This is an optimization exercise on Yosys and OpenROAD, whose aim is small area, a short achievable clock period and few clock cycles per item, not a production implementation.
Only simulation tests tie the RTL to the original design; equivalence was not proved.

## design/flow/run.sh

```bash
#!/bin/bash
# synth_recipe.tcl (not shown) runs the flow's synth.tcl, then flattens the netlist and writes it again
# the make line also repeats each setting of config.mk as NAME=value (left out here)
make -C /OpenROAD-flow-scripts/flow DESIGN_CONFIG=/design/flow/config.mk WORK_HOME=/design/flow/orfs CLKGATE_MAP_FILE= SYNTH_SCRIPT=/design/flow/synth_recipe.tcl finish
```

## design/flow/config.mk

```make
export PLATFORM = sky130hd
export DESIGN_NAME = point_set_zscore_normalizer_core
export DESIGN_NICKNAME = point_set_zscore_normalizer_core
export VERILOG_FILES = /design/flow/design.v
export SDC_FILE = /design/flow/constraint.sdc
export NUM_CORES = 4
export LEC_CHECK = 0
export CAP_MARGIN = 20
export CORE_MARGIN = 2
export CORE_UTILIZATION = 40
export SLEW_MARGIN = 20
```

## design/flow/design.v

```verilog
`timescale 1ns / 1ps
package pszn_pkg;
    localparam int MAX_POINTS = 64;
    localparam int FRAC_BITS  = 12;
    localparam int COORD_W    = 10;
    localparam int OUT_W      = 16;
    localparam int PTR_W  = $clog2(MAX_POINTS);
    localparam int CNT_W  = $clog2(MAX_POINTS + 1);
    localparam int SUM_W  = COORD_W + CNT_W;
    localparam int SQ_W   = 2 * COORD_W;
    localparam int QSUM_W = SQ_W + CNT_W;
    localparam int NQ_W   = QSUM_W + CNT_W;
    localparam int SS_W   = 2 * SUM_W;
    localparam int D_W    = NQ_W;
    localparam int DIFF_W = ((SS_W > NQ_W) ? SS_W : NQ_W) + 1;
    localparam int ND_W   = D_W + CNT_W;
    localparam int NV_W   = CNT_W + 1 + COORD_W;
    localparam int E_W    = ((NV_W > SUM_W) ? NV_W : SUM_W) + 1;
    localparam int MAG_W  = E_W;
    localparam int E2_W   = 2 * MAG_W;
    localparam int R0_W   = E2_W + CNT_W;
    localparam int R_W    = R0_W + 2 * FRAC_BITS;
    localparam int ROOT_W = OUT_W - 1;
    localparam int SQIN_W = 2 * ROOT_W;
    localparam int SR_W   = ROOT_W + 3;
    localparam int ITER_W = $clog2(R_W);
    typedef enum logic [1:0] {
        ST_OK       = 2'd0,
        ST_FEW      = 2'd1,
        ST_ZERO_DEV = 2'd2,
        ST_DROPPED  = 2'd3
    } status_t;
    typedef enum logic [3:0] {
        OP_IDLE,
        OP_STORE,
        OP_DPROD,
        OP_DDIFF,
        OP_NDPROD,
        OP_READ,
        OP_ESCALE,
        OP_EDIFF,
        OP_ESQ,
        OP_RPROD,
        OP_DIV,
        OP_SQINIT,
        OP_SQRT,
        OP_RESULT,
        OP_NEXT,
        OP_CLEAR
    } dp_op_t;
    typedef enum logic [3:0] {
        S_LOAD,
        S_DPROD,
        S_DDIFF,
        S_NDPROD,
        S_READ,
        S_ESCALE,
        S_EDIFF,
        S_ESQ,
        S_RPROD,
        S_DIV,
        S_SQINIT,
        S_SQRT,
        S_RESULT,
        S_EMIT
    } state_t;
    typedef struct packed {
        dp_op_t op;
        logic   axis;
    } dp_cmd_t;
    typedef struct packed {
        logic rd_last;
    } dp_stat_t;
endpackage
`timescale 1ns / 1ps
module pszn_ram #(
    parameter int WIDTH = 8,
    parameter int DEPTH = 64
) (
    input  logic                     clk,
    input  logic                     we,
    input  logic [$clog2(DEPTH)-1:0] waddr,
    input  logic [WIDTH-1:0]         wdata,
    input  logic                     re,
    input  logic [$clog2(DEPTH)-1:0] raddr,
    output logic [WIDTH-1:0]         rdata
);
    logic [WIDTH-1:0] mem [DEPTH];
    logic [WIDTH-1:0] rdata_reg;
    always_ff @(posedge clk)
    begin
        if (we)
        begin
            mem[waddr] <= wdata;
        end
        if (re)
        begin
            rdata_reg <= mem[raddr];
        end
    end
    assign rdata = rdata_reg;
endmodule
`timescale 1ns / 1ps
import pszn_pkg::*;
module pszn_dp
(
    input  logic                      clk,
    input  logic                      rst_n,
    input  pszn_pkg::dp_cmd_t                   cmd,
    input  logic signed [COORD_W-1:0] point_x,
    input  logic signed [COORD_W-1:0] point_y,
    output pszn_pkg::dp_stat_t                  stat,
    output logic signed [OUT_W-1:0]   norm_x,
    output logic signed [OUT_W-1:0]   norm_y,
    output logic [1:0]                status,
    output logic                      last
);
    logic [CNT_W-1:0]        point_count_reg;
    logic                    overflow_reg;
    logic signed [SUM_W-1:0] sx_reg, sy_reg;
    logic [QSUM_W-1:0]       qx_reg, qy_reg;
    logic [PTR_W-1:0]        rd_idx_reg;
    logic [NQ_W-1:0] nqx_reg, nqy_reg;
    logic [SS_W-1:0] ssx_reg, ssy_reg;
    logic [D_W-1:0]  dx_reg, dy_reg;
    logic [ND_W-1:0] ndx_reg, ndy_reg;
    logic            zx_reg, zy_reg;
    pszn_pkg::status_t status_reg;
    logic signed [NV_W-1:0] nvx_reg, nvy_reg;
    logic [MAG_W-1:0]       exm_reg, eym_reg;
    logic                   exn_reg, eyn_reg;
    logic [E2_W-1:0]        e2_reg;
    logic [R_W-1:0]         q_reg;
    logic [ND_W-1:0]        rem_reg;
    logic [SR_W-1:0]        sr_reg;
    logic [ROOT_W-1:0]      root_reg;
    logic                   sat_reg;
    logic signed [OUT_W-1:0] out_x_reg, out_y_reg;
    logic                      can_store;
    logic                      ram_we;
    logic [2*COORD_W-1:0]      ram_rdata;
    logic signed [COORD_W-1:0] rd_x, rd_y;
    logic signed [SQ_W-1:0]    sq_x, sq_y;
    logic signed [SS_W-1:0]    ssx_w, ssy_w;
    logic [NQ_W-1:0]           nqx_w, nqy_w;
    logic [DIFF_W-1:0]         dx_diff, dy_diff;
    logic [ND_W-1:0]           ndx_w, ndy_w;
    logic signed [NV_W-1:0]    nvx_w, nvy_w;
    logic signed [E_W-1:0]     ex_w, ey_w;
    logic [MAG_W-1:0]          cur_mag;
    logic [E2_W-1:0]           e2_w;
    logic [CNT_W-1:0]          nm1;
    logic [R0_W-1:0]           r0_w;
    logic [ND_W-1:0]           div_d;
    logic [ND_W:0]             div_sh;
    logic                      div_ge;
    logic [SR_W-1:0]           sr_sh, sr_trial;
    logic                      sr_ge;
    logic                      cur_neg, cur_zero;
    logic signed [OUT_W-1:0]   result_w;
    logic                      few;
    assign can_store = point_count_reg < CNT_W'(MAX_POINTS);
    assign ram_we    = (cmd.op == OP_STORE) && can_store;
    pszn_ram #(
        .WIDTH (2 * COORD_W),
        .DEPTH (MAX_POINTS)
    ) u_store (
        .clk   (clk),
        .we    (ram_we),
        .waddr (point_count_reg[PTR_W-1:0]),
        .wdata ({point_y, point_x}),
        .re    (cmd.op == OP_READ),
        .raddr (rd_idx_reg),
        .rdata (ram_rdata)
    );
    assign rd_x = ram_rdata[COORD_W-1:0];
    assign rd_y = ram_rdata[2*COORD_W-1:COORD_W];
    assign sq_x = point_x * point_x;
    assign sq_y = point_y * point_y;
    assign nqx_w = point_count_reg * qx_reg;
    assign nqy_w = point_count_reg * qy_reg;
    assign ssx_w = sx_reg * sx_reg;
    assign ssy_w = sy_reg * sy_reg;
    assign dx_diff = DIFF_W'(nqx_reg) - DIFF_W'(ssx_reg);
    assign dy_diff = DIFF_W'(nqy_reg) - DIFF_W'(ssy_reg);
    assign ndx_w = dx_reg * point_count_reg;
    assign ndy_w = dy_reg * point_count_reg;
    assign nvx_w = $signed({1'b0, point_count_reg}) * rd_x;
    assign nvy_w = $signed({1'b0, point_count_reg}) * rd_y;
    assign ex_w = E_W'(nvx_reg) - E_W'(sx_reg);
    assign ey_w = E_W'(nvy_reg) - E_W'(sy_reg);
    assign cur_mag = cmd.axis ? eym_reg : exm_reg;
    assign e2_w    = cur_mag * cur_mag;
    assign nm1     = point_count_reg - CNT_W'(1);
    assign r0_w    = e2_reg * nm1;
    assign div_d  = cmd.axis ? ndy_reg : ndx_reg;
    assign div_sh = {rem_reg, q_reg[R_W-1]};
    assign div_ge = div_sh >= {1'b0, div_d};
    assign sr_sh    = {sr_reg[SR_W-3:0], q_reg[SQIN_W-1:SQIN_W-2]};
    assign sr_trial = SR_W'({root_reg, 2'b01});
    assign sr_ge    = sr_sh >= sr_trial;
    assign cur_neg  = cmd.axis ? eyn_reg : exn_reg;
    assign cur_zero = cmd.axis ? zy_reg : zx_reg;
    always_comb
    begin
        if (cur_zero)
        begin
            result_w = '0;
        end
        else if (sat_reg)
        begin
            result_w = cur_neg ? {1'b1, {(OUT_W-1){1'b0}}} : {1'b0, {(OUT_W-1){1'b1}}};
        end
        else if (cur_neg)
        begin
            result_w = -$signed({1'b0, root_reg});
        end
        else
        begin
            result_w = $signed({1'b0, root_reg});
        end
    end
    assign few = point_count_reg < CNT_W'(2);
    always_ff @(posedge clk or negedge rst_n)
    begin
        if (!rst_n)
        begin
            point_count_reg <= '0;
            overflow_reg    <= 1'b0;
            sx_reg          <= '0;
            sy_reg          <= '0;
            qx_reg          <= '0;
            qy_reg          <= '0;
            rd_idx_reg      <= '0;
        end
        else
        begin
            case (cmd.op)
                OP_STORE:
                begin
                    if (can_store)
                    begin
                        point_count_reg <= point_count_reg + CNT_W'(1);
                        sx_reg <= sx_reg + SUM_W'(point_x);
                        sy_reg <= sy_reg + SUM_W'(point_y);
                        qx_reg <= qx_reg + QSUM_W'(unsigned'(sq_x));
                        qy_reg <= qy_reg + QSUM_W'(unsigned'(sq_y));
                    end
                    else
                    begin
                        overflow_reg <= 1'b1;
                    end
                end
                OP_NEXT:
                begin
                    rd_idx_reg <= rd_idx_reg + PTR_W'(1);
                end
                OP_CLEAR:
                begin
                    point_count_reg <= '0;
                    overflow_reg    <= 1'b0;
                    sx_reg          <= '0;
                    sy_reg          <= '0;
                    qx_reg          <= '0;
                    qy_reg          <= '0;
                    rd_idx_reg      <= '0;
                end
                default:
                begin
                end
            endcase
        end
    end
    always_ff @(posedge clk)
    begin
        case (cmd.op)
            OP_DPROD:
            begin
                nqx_reg <= nqx_w;
                nqy_reg <= nqy_w;
                ssx_reg <= unsigned'(ssx_w);
                ssy_reg <= unsigned'(ssy_w);
            end
            OP_DDIFF:
            begin
                dx_reg <= dx_diff[D_W-1:0];
                dy_reg <= dy_diff[D_W-1:0];
            end
            OP_NDPROD:
            begin
                ndx_reg <= ndx_w;
                ndy_reg <= ndy_w;
                zx_reg  <= few || (dx_reg == '0);
                zy_reg  <= few || (dy_reg == '0);
                if (few)
                begin
                    status_reg <= ST_FEW;
                end
                else if (overflow_reg)
                begin
                    status_reg <= ST_DROPPED;
                end
                else if ((dx_reg == '0) || (dy_reg == '0))
                begin
                    status_reg <= ST_ZERO_DEV;
                end
                else
                begin
                    status_reg <= ST_OK;
                end
            end
            OP_ESCALE:
            begin
                nvx_reg <= nvx_w;
                nvy_reg <= nvy_w;
            end
            OP_EDIFF:
            begin
                exn_reg <= ex_w[E_W-1];
                eyn_reg <= ey_w[E_W-1];
                exm_reg <= ex_w[E_W-1] ? MAG_W'(unsigned'(-ex_w)) : MAG_W'(unsigned'(ex_w));
                eym_reg <= ey_w[E_W-1] ? MAG_W'(unsigned'(-ey_w)) : MAG_W'(unsigned'(ey_w));
            end
            OP_ESQ:
            begin
                e2_reg <= e2_w;
            end
            OP_RPROD:
            begin
                q_reg   <= {r0_w, {(2*FRAC_BITS){1'b0}}};
                rem_reg <= '0;
            end
            OP_DIV:
            begin
                q_reg   <= {q_reg[R_W-2:0], div_ge};
                rem_reg <= div_ge ? ND_W'(div_sh - {1'b0, div_d}) : div_sh[ND_W-1:0];
            end
            OP_SQINIT:
            begin
                sat_reg  <= |q_reg[R_W-1:SQIN_W];
                sr_reg   <= '0;
                root_reg <= '0;
            end
            OP_SQRT:
            begin
                q_reg    <= {q_reg[R_W-3:0], 2'b00};
                sr_reg   <= sr_ge ? SR_W'(sr_sh - sr_trial) : sr_sh;
                root_reg <= {root_reg[ROOT_W-2:0], sr_ge};
            end
            OP_RESULT:
            begin
                if (cmd.axis)
                begin
                    out_y_reg <= result_w;
                end
                else
                begin
                    out_x_reg <= result_w;
                end
            end
            default:
            begin
            end
        endcase
    end
    assign stat.rd_last = (CNT_W'(rd_idx_reg) + CNT_W'(1)) == point_count_reg;
    assign norm_x = out_x_reg;
    assign norm_y = out_y_reg;
    assign status = status_reg;
    assign last   = stat.rd_last;
endmodule
`timescale 1ns / 1ps
import pszn_pkg::*;
module pszn_ctrl
(
    input  logic     clk,
    input  logic     rst_n,
    input  logic     in_valid,
    input  logic     end_of_set,
    input  logic     out_stall,
    input  pszn_pkg::dp_stat_t stat,
    output logic     in_stall,
    output logic     out_valid,
    output pszn_pkg::dp_cmd_t  cmd
);
    pszn_pkg::state_t  state_reg, state_next;
    logic              axis_reg, axis_next;
    logic [ITER_W-1:0] iter_reg, iter_next;
    always_ff @(posedge clk or negedge rst_n)
    begin
        if (!rst_n)
        begin
            state_reg <= S_LOAD;
            axis_reg  <= 1'b0;
            iter_reg  <= '0;
        end
        else
        begin
            state_reg <= state_next;
            axis_reg  <= axis_next;
            iter_reg  <= iter_next;
        end
    end
    always_comb
    begin
        state_next = state_reg;
        axis_next  = axis_reg;
        iter_next  = iter_reg;
        in_stall   = 1'b1;
        out_valid  = 1'b0;
        cmd.op     = OP_IDLE;
        cmd.axis   = axis_reg;
        unique case (state_reg)
            S_LOAD:
            begin
                in_stall = 1'b0;
                if (in_valid)
                begin
                    cmd.op = OP_STORE;
                    if (end_of_set)
                    begin
                        state_next = S_DPROD;
                    end
                end
            end
            S_DPROD:
            begin
                cmd.op     = OP_DPROD;
                state_next = S_DDIFF;
            end
            S_DDIFF:
            begin
                cmd.op     = OP_DDIFF;
                state_next = S_NDPROD;
            end
            S_NDPROD:
            begin
                cmd.op     = OP_NDPROD;
                state_next = S_READ;
            end
            S_READ:
            begin
                cmd.op     = OP_READ;
                state_next = S_ESCALE;
            end
            S_ESCALE:
            begin
                cmd.op     = OP_ESCALE;
                state_next = S_EDIFF;
            end
            S_EDIFF:
            begin
                cmd.op     = OP_EDIFF;
                axis_next  = 1'b0;
                state_next = S_ESQ;
            end
            S_ESQ:
            begin
                cmd.op     = OP_ESQ;
                state_next = S_RPROD;
            end
            S_RPROD:
            begin
                cmd.op     = OP_RPROD;
                iter_next  = '0;
                state_next = S_DIV;
            end
            S_DIV:
            begin
                cmd.op    = OP_DIV;
                iter_next = iter_reg + ITER_W'(1);
                if (iter_reg == ITER_W'(R_W - 1))
                begin
                    state_next = S_SQINIT;
                end
            end
            S_SQINIT:
            begin
                cmd.op     = OP_SQINIT;
                iter_next  = '0;
                state_next = S_SQRT;
            end
            S_SQRT:
            begin
                cmd.op    = OP_SQRT;
                iter_next = iter_reg + ITER_W'(1);
                if (iter_reg == ITER_W'(ROOT_W - 1))
                begin
                    state_next = S_RESULT;
                end
            end
            S_RESULT:
            begin
                cmd.op = OP_RESULT;
                if (axis_reg)
                begin
                    axis_next  = 1'b0;
                    state_next = S_EMIT;
                end
                else
                begin
                    axis_next  = 1'b1;
                    state_next = S_ESQ;
                end
            end
            S_EMIT:
            begin
                out_valid = 1'b1;
                if (!out_stall)
                begin
                    if (stat.rd_last)
                    begin
                        cmd.op     = OP_CLEAR;
                        state_next = S_LOAD;
                    end
                    else
                    begin
                        cmd.op     = OP_NEXT;
                        state_next = S_READ;
                    end
                end
            end
            default:
            begin
                state_next = S_LOAD;
            end
        endcase
    end
endmodule
`timescale 1ns / 1ps
import pszn_pkg::*;
module point_set_zscore_normalizer_core
(
    input  logic                      clk,
    input  logic                      rst_n,
    input  logic                      in_valid,
    output logic                      in_stall,
    input  logic signed [COORD_W-1:0] point_x,
    input  logic signed [COORD_W-1:0] point_y,
    input  logic                      end_of_set,
    output logic                      out_valid,
    input  logic                      out_stall,
    output logic signed [OUT_W-1:0]   norm_x,
    output logic signed [OUT_W-1:0]   norm_y,
    output logic [1:0]                status,
    output logic                      last
);
    pszn_pkg::dp_cmd_t  cmd;
    pszn_pkg::dp_stat_t stat;
    pszn_ctrl u_ctrl (
        .clk        (clk),
        .rst_n      (rst_n),
        .in_valid   (in_valid),
        .end_of_set (end_of_set),
        .out_stall  (out_stall),
        .stat       (stat),
        .in_stall   (in_stall),
        .out_valid  (out_valid),
        .cmd        (cmd)
    );
    pszn_dp u_dp (
        .clk     (clk),
        .rst_n   (rst_n),
        .cmd     (cmd),
        .point_x (point_x),
        .point_y (point_y),
        .stat    (stat),
        .norm_x  (norm_x),
        .norm_y  (norm_y),
        .status  (status),
        .last    (last)
    );
endmodule
```

## design/flow/constraint.sdc

```tcl
create_clock -name core_clock -period 10.0 [get_ports {clk}]
set_input_delay 2.0000 -clock core_clock [delete_from_list [all_inputs] [get_ports {clk}]]
set_output_delay 2.0000 -clock core_clock [all_outputs]
set_load 0.01 [all_outputs]
```

==> notes.md <==
-- worst max-delay path: stages (launching register included) --
cell	delay, ns
sky130_fd_sc_hd__dfrtp_4	0.68
sky130_fd_sc_hd__mux2_2	0.54
sky130_fd_sc_hd__inv_1	0.55
sky130_fd_sc_hd__nor2_1	0.14
sky130_fd_sc_hd__fa_1	0.64
sky130_fd_sc_hd__fa_1	0.47
sky130_fd_sc_hd__fa_1	0.52
sky130_fd_sc_hd__inv_1	0.05
sky130_fd_sc_hd__fa_1	0.49
sky130_fd_sc_hd__inv_1	0.04
sky130_fd_sc_hd__ha_1	0.26
sky130_fd_sc_hd__inv_1	0.04
sky130_fd_sc_hd__fa_1	0.47
sky130_fd_sc_hd__inv_1	0.04
sky130_fd_sc_hd__ha_1	0.35
sky130_fd_sc_hd__a2111oi_0	0.50
sky130_fd_sc_hd__o21ai_1	0.24
sky130_fd_sc_hd__a31oi_1	0.34
sky130_fd_sc_hd__nor2_1	0.19
sky130_fd_sc_hd__a21oi_1	0.36
sky130_fd_sc_hd__o21ai_1	0.15
sky130_fd_sc_hd__or4_1	0.42
sky130_fd_sc_hd__a31o_1	0.26
sky130_fd_sc_hd__a31oi_1	0.20
sky130_fd_sc_hd__xnor2_1	0.09
-- synth_stat cells, drive strengths merged, types with 12 or more instances --
library cell,count
mux2,22
a22oi,24
nor2b,85
o31a,17
and3,67
nand2,1516
a211oi,59
or3,56
a31oi,49
a211o,24
a21boi,24
nor4,42
buf,124
mux4,420
and2,454
a2111oi,17
xor2,176
mux2i,100
xnor2,415
dfrtp,114
a31o,22
or2,26
edfxtp,1875
o21ai,356
nand2b,112
nand3,163
nor3,113
a21o,196
o21a,81
nand4,51
o211ai,30
ha,992
fa,1817
a221oi,13
o21bai,68
clkbuf,403
inv,2275
nor2,695
a22o,38
o31ai,40
o311ai,12
a21oi,476
-- metal layers --
layer  GRT usage  vias to the layer above  wire [µm]
met2       0.326                     2678     189000
met1       0.277                    52364     178000
li1            -                    46254          -
met5           0                        -         63
met4      0.0415                       10       8990
met3      0.0256                      461      22900
-- layout by cell type, fill, tap and decap left out, types with 55 or more instances in the layout --
master	netlist	final
sky130_fd_sc_hd__xor2_1	176	174
sky130_fd_sc_hd__fa_1	1817	1817
sky130_fd_sc_hd__o21bai_1	67	67
sky130_fd_sc_hd__o21ai_0	218	218
sky130_fd_sc_hd__nor3_1	113	110
sky130_fd_sc_hd__and3_1	67	66
sky130_fd_sc_hd__o21a_1	81	81
sky130_fd_sc_hd__and2_1	452	452
sky130_fd_sc_hd__edfxtp_1	1875	1875
sky130_fd_sc_hd__a211oi_1	59	59
sky130_fd_sc_hd__clkbuf_16	0	217
sky130_fd_sc_hd__nand2_1	1516	1515
sky130_fd_sc_hd__ha_1	992	992
sky130_fd_sc_hd__nor2_1	695	621
sky130_fd_sc_hd__nand3_1	163	163
sky130_fd_sc_hd__nand2b_1	112	112
sky130_fd_sc_hd__mux2i_1	100	98
sky130_fd_sc_hd__mux4_2	420	420
sky130_fd_sc_hd__a21o_1	196	196
sky130_fd_sc_hd__inv_1	2258	2258
sky130_fd_sc_hd__nor2b_1	85	84
sky130_fd_sc_hd__o21ai_1	136	136
sky130_fd_sc_hd__a21oi_1	476	475
sky130_fd_sc_hd__or3_1	55	55
sky130_fd_sc_hd__xnor2_1	415	412
sky130_fd_sc_hd__dfrtp_1	114	100
sky130_fd_sc_hd__buf_4	1	164
-- cell families after synthesis --
| kind of cell | share of synthesized area |
|---|---|
| and+or+nand+nor | 0.0977 |
| buffers and inverters | 0.0656 |
| adders and majority gates | 0.303 |
| DFF | 0.368 |
| AOI/OAI and AO/OA | 0.0671 |
| xor gates and xnor gates | 0.0322 |
| muxes | 0.0665 |
| other | 0.0000467 |
-- metrics by stage --
step	cells	hold slack, ns
after global placement	18812	0.538
final	19206	0.561
after CTS	19199	0.560
after floorplan	13846	0.477
after global routing	19201	0.579
after detailed placement	18812	0.551
-- cell type report --
class,count,area (µm²),share of cell area
multi-input combinational,9047,91700,0.524
tap,5265,6590,0.0377
clock buffer,255,5580,0.0319
antenna,7,17.5,0.000100
sequential,1989,59200,0.339
inverter,2283,8570,0.0490
timing repair buffer,228,1820,0.0104
clock inverter,132,1410,0.00804
-- worst min path at each step --
stage	to	slack (ns)
floorplan	u_dp.overflow_reg	0.48
global placement	u_ctrl.iter_reg[5]	0.54
detailed placement	u_ctrl.iter_reg[0]	0.55
CTS	u_ctrl.iter_reg[0]	0.56
global route	u_ctrl.iter_reg[0]	0.58
finish	u_ctrl.iter_reg[0]	0.56
==> implementation parameters <==
Parameter                              Value

Critical path
  Data required time at the worst endpoint ... 10.62 ns
  Data arrival time of the critical path ... 8.96 ns
  Source of the critical timing path ... u_ctrl.axis_reg
  Number of cell instances on the worst register-to-register path ... 24
  WS Path Type ... register to register
  Reg2reg start ... u_ctrl.axis_reg
  Kind of launch point of the worst setup path ... register
  Critical path capture point type ... register
  Worst reg2reg path endpoint ... u_dp.e2_reg[37]
  Capturing element of the worst setup path ... u_dp.e2_reg[37]
  Worst R2R Setup Slack ... 1.66 ns
  Critical path fanouts, max ... 25

Worst hold path
  Source of the worst hold timing path ... u_ctrl.iter_reg[0]
  Worst Hold Class ... register to register
  Depth of the worst hold-timing path ... 1

Placed design
  Total half-perimeter wirelength after legalization and detailed placement ... 288,000 µm
  Setup Slack @ Placement ... 0.974 ns
  Final weighted congestion of routability-driven global placement ... 0.870
  Port bufs ... 61
  Placement-stage cell area ... 168,000 µm²

Synth
  Async S/R FF share, synth ... 0.0573
  Synthesized cell area ... 161,000 µm²
  Yosys cell types ... 99
  Area leader, netlist ... sky130_fd_sc_hd__edfxtp_1
  Post-synthesis sequential element count ... 1,989
  Count of mapped cells out of synthesis ... 13,841
  Warnings from Yosys ... 3
  Average size of a mapped cell ... 11.6 µm²
  Top FF cell, synth ... sky130_fd_sc_hd__edfxtp_1
  Top cells by area in the synthesized netlist ... sky130_fd_sc_hd__edfxtp_1, sky130_fd_sc_hd__fa_1, sky130_fd_sc_hd__ha_1
  Fraction of synthesized cell area taken by the top area cell type ... 0.350
  Register area share after synthesis ... 0.368
  Number of flops mapped to enable cells by yosys ... 1,875

Timing
  Final period util ... 0.834
  Final setup violation count ... 0
  Min Tclk post-route ... 8.34 ns
  Maximum clock skew at final layout ... 0.0764 ns
  Worst slew margin relative to its limit ... 0.254
  Final Hold Vio Count ... 0
  Post-Route Setup TNS ... 0 ns
  Count of pins over their slew limit ... 0
  Fmax ... 120 MHz
  Unrepaired setup endpoints after global routing ... no
  Measured slew at the worst slew-check pin ... 1.12 ns
  Final setup margin ... 1.66 ns

Finish
  Post-route cell area ... 175,000 µm²
  Utilization after layout ... 0.437
  Fraction of layout instances using a drive strength above 1 ... 0.0797
  Final net count ... 16,598
  Number of flip-flops under the largest register name ... 1,280
  Fill cell count ... 36,906
  Layout area overhead ... 8.69%

Clock network
  Max Root-Sink Buffers ... 4
  Count of H-tree levels built during CTS ... 4
  Clock slew seen by the registers of the worst setup and hold paths ... 0.07 ns
  Post_cts resized ... 0
  Inserted Clock Buffers ... 215
  Number of sinks driven by the clock tree ... 1,989
  Clock root cell ... sky130_fd_sc_hd__clkbuf_16
  Number of buffers inserted by hold repair at cts ... 0
  Post-CTS Setup Repair Bufs ... 0
  Insertion delay to the later sink of the worst-skew pair ... 0.94 ns
  TritonCTS clock tree ... built

Route
  Wire per inst ... 20.8 µm
  Number of nets still failing antenna checks after routing ... 0
  DRC violations left ... 0
  First drt pass iteration count ... 7
  Detailed Route WL ... 399,000 µm
  Number of DRC markers after the initial detailed-route iteration ... 7,640
  Detail-routed via count per cell ... 5.30
  Routed vias ... 101,767

Floorplanning
  IO Pins ... 62
  Die area ... 407,000 µm²
  Cell Rows ... 232
  Area of the placeable core ... 400,000 µm²
  Starting utilization of the core area ... 0.402
  Horizontal die dimension ... 638 µm
  Floorplan die height ... 638 µm

Global route
  Initial antenna violation count ... 24
  Global-route wire length before repair ... 624,000 µm
  Vias in the first global route ... 104,961
  All-Layer GR Usage ... 0.197
  Largest net degree at the start of global routing ... 149
  Overall overflow remaining after global route ... 0

Run status
  Outcome ... timing/DRC/antenna clean

Job
  Number of maximum-capacitance violations ... 0
Testbench counts, summed over its fixed seeds: cycles 370,164, items 2,044.

==> afterwards: timing with drivers on the ports <==
The results above use ideal ports. As a check the final layout listed here was re-extracted and re-timed, cells and wires unchanged. Step 1 (the two cells are an assumption about what drives the block):
set clk [get_ports {clk}]
set_driving_cell -lib_cell sky130_fd_sc_hd__clkbuf_16 $clk
set_driving_cell -lib_cell sky130_fd_sc_hd__buf_2 [delete_from_list [all_inputs] $clk]
Step 2 moves the port delays by t, midway between the first and last clock arrival at a register: inputs arrive t later, outputs are due t later. That takes back most of the time a late clock gives input paths. Slacks: ideal / step 1 / step 2; pairs: ideal / step 1.
t (ns): 0.994
setup slack, ns: 1.658 / 1.658 / 0.854
worst hold slack (ns): 0.561 / 0.561 / 0.561
After both steps setup and hold are still met in this run. For this run, drivers alone change the setup slack by 0.000 ns; drivers and shift together by -0.804 ns.
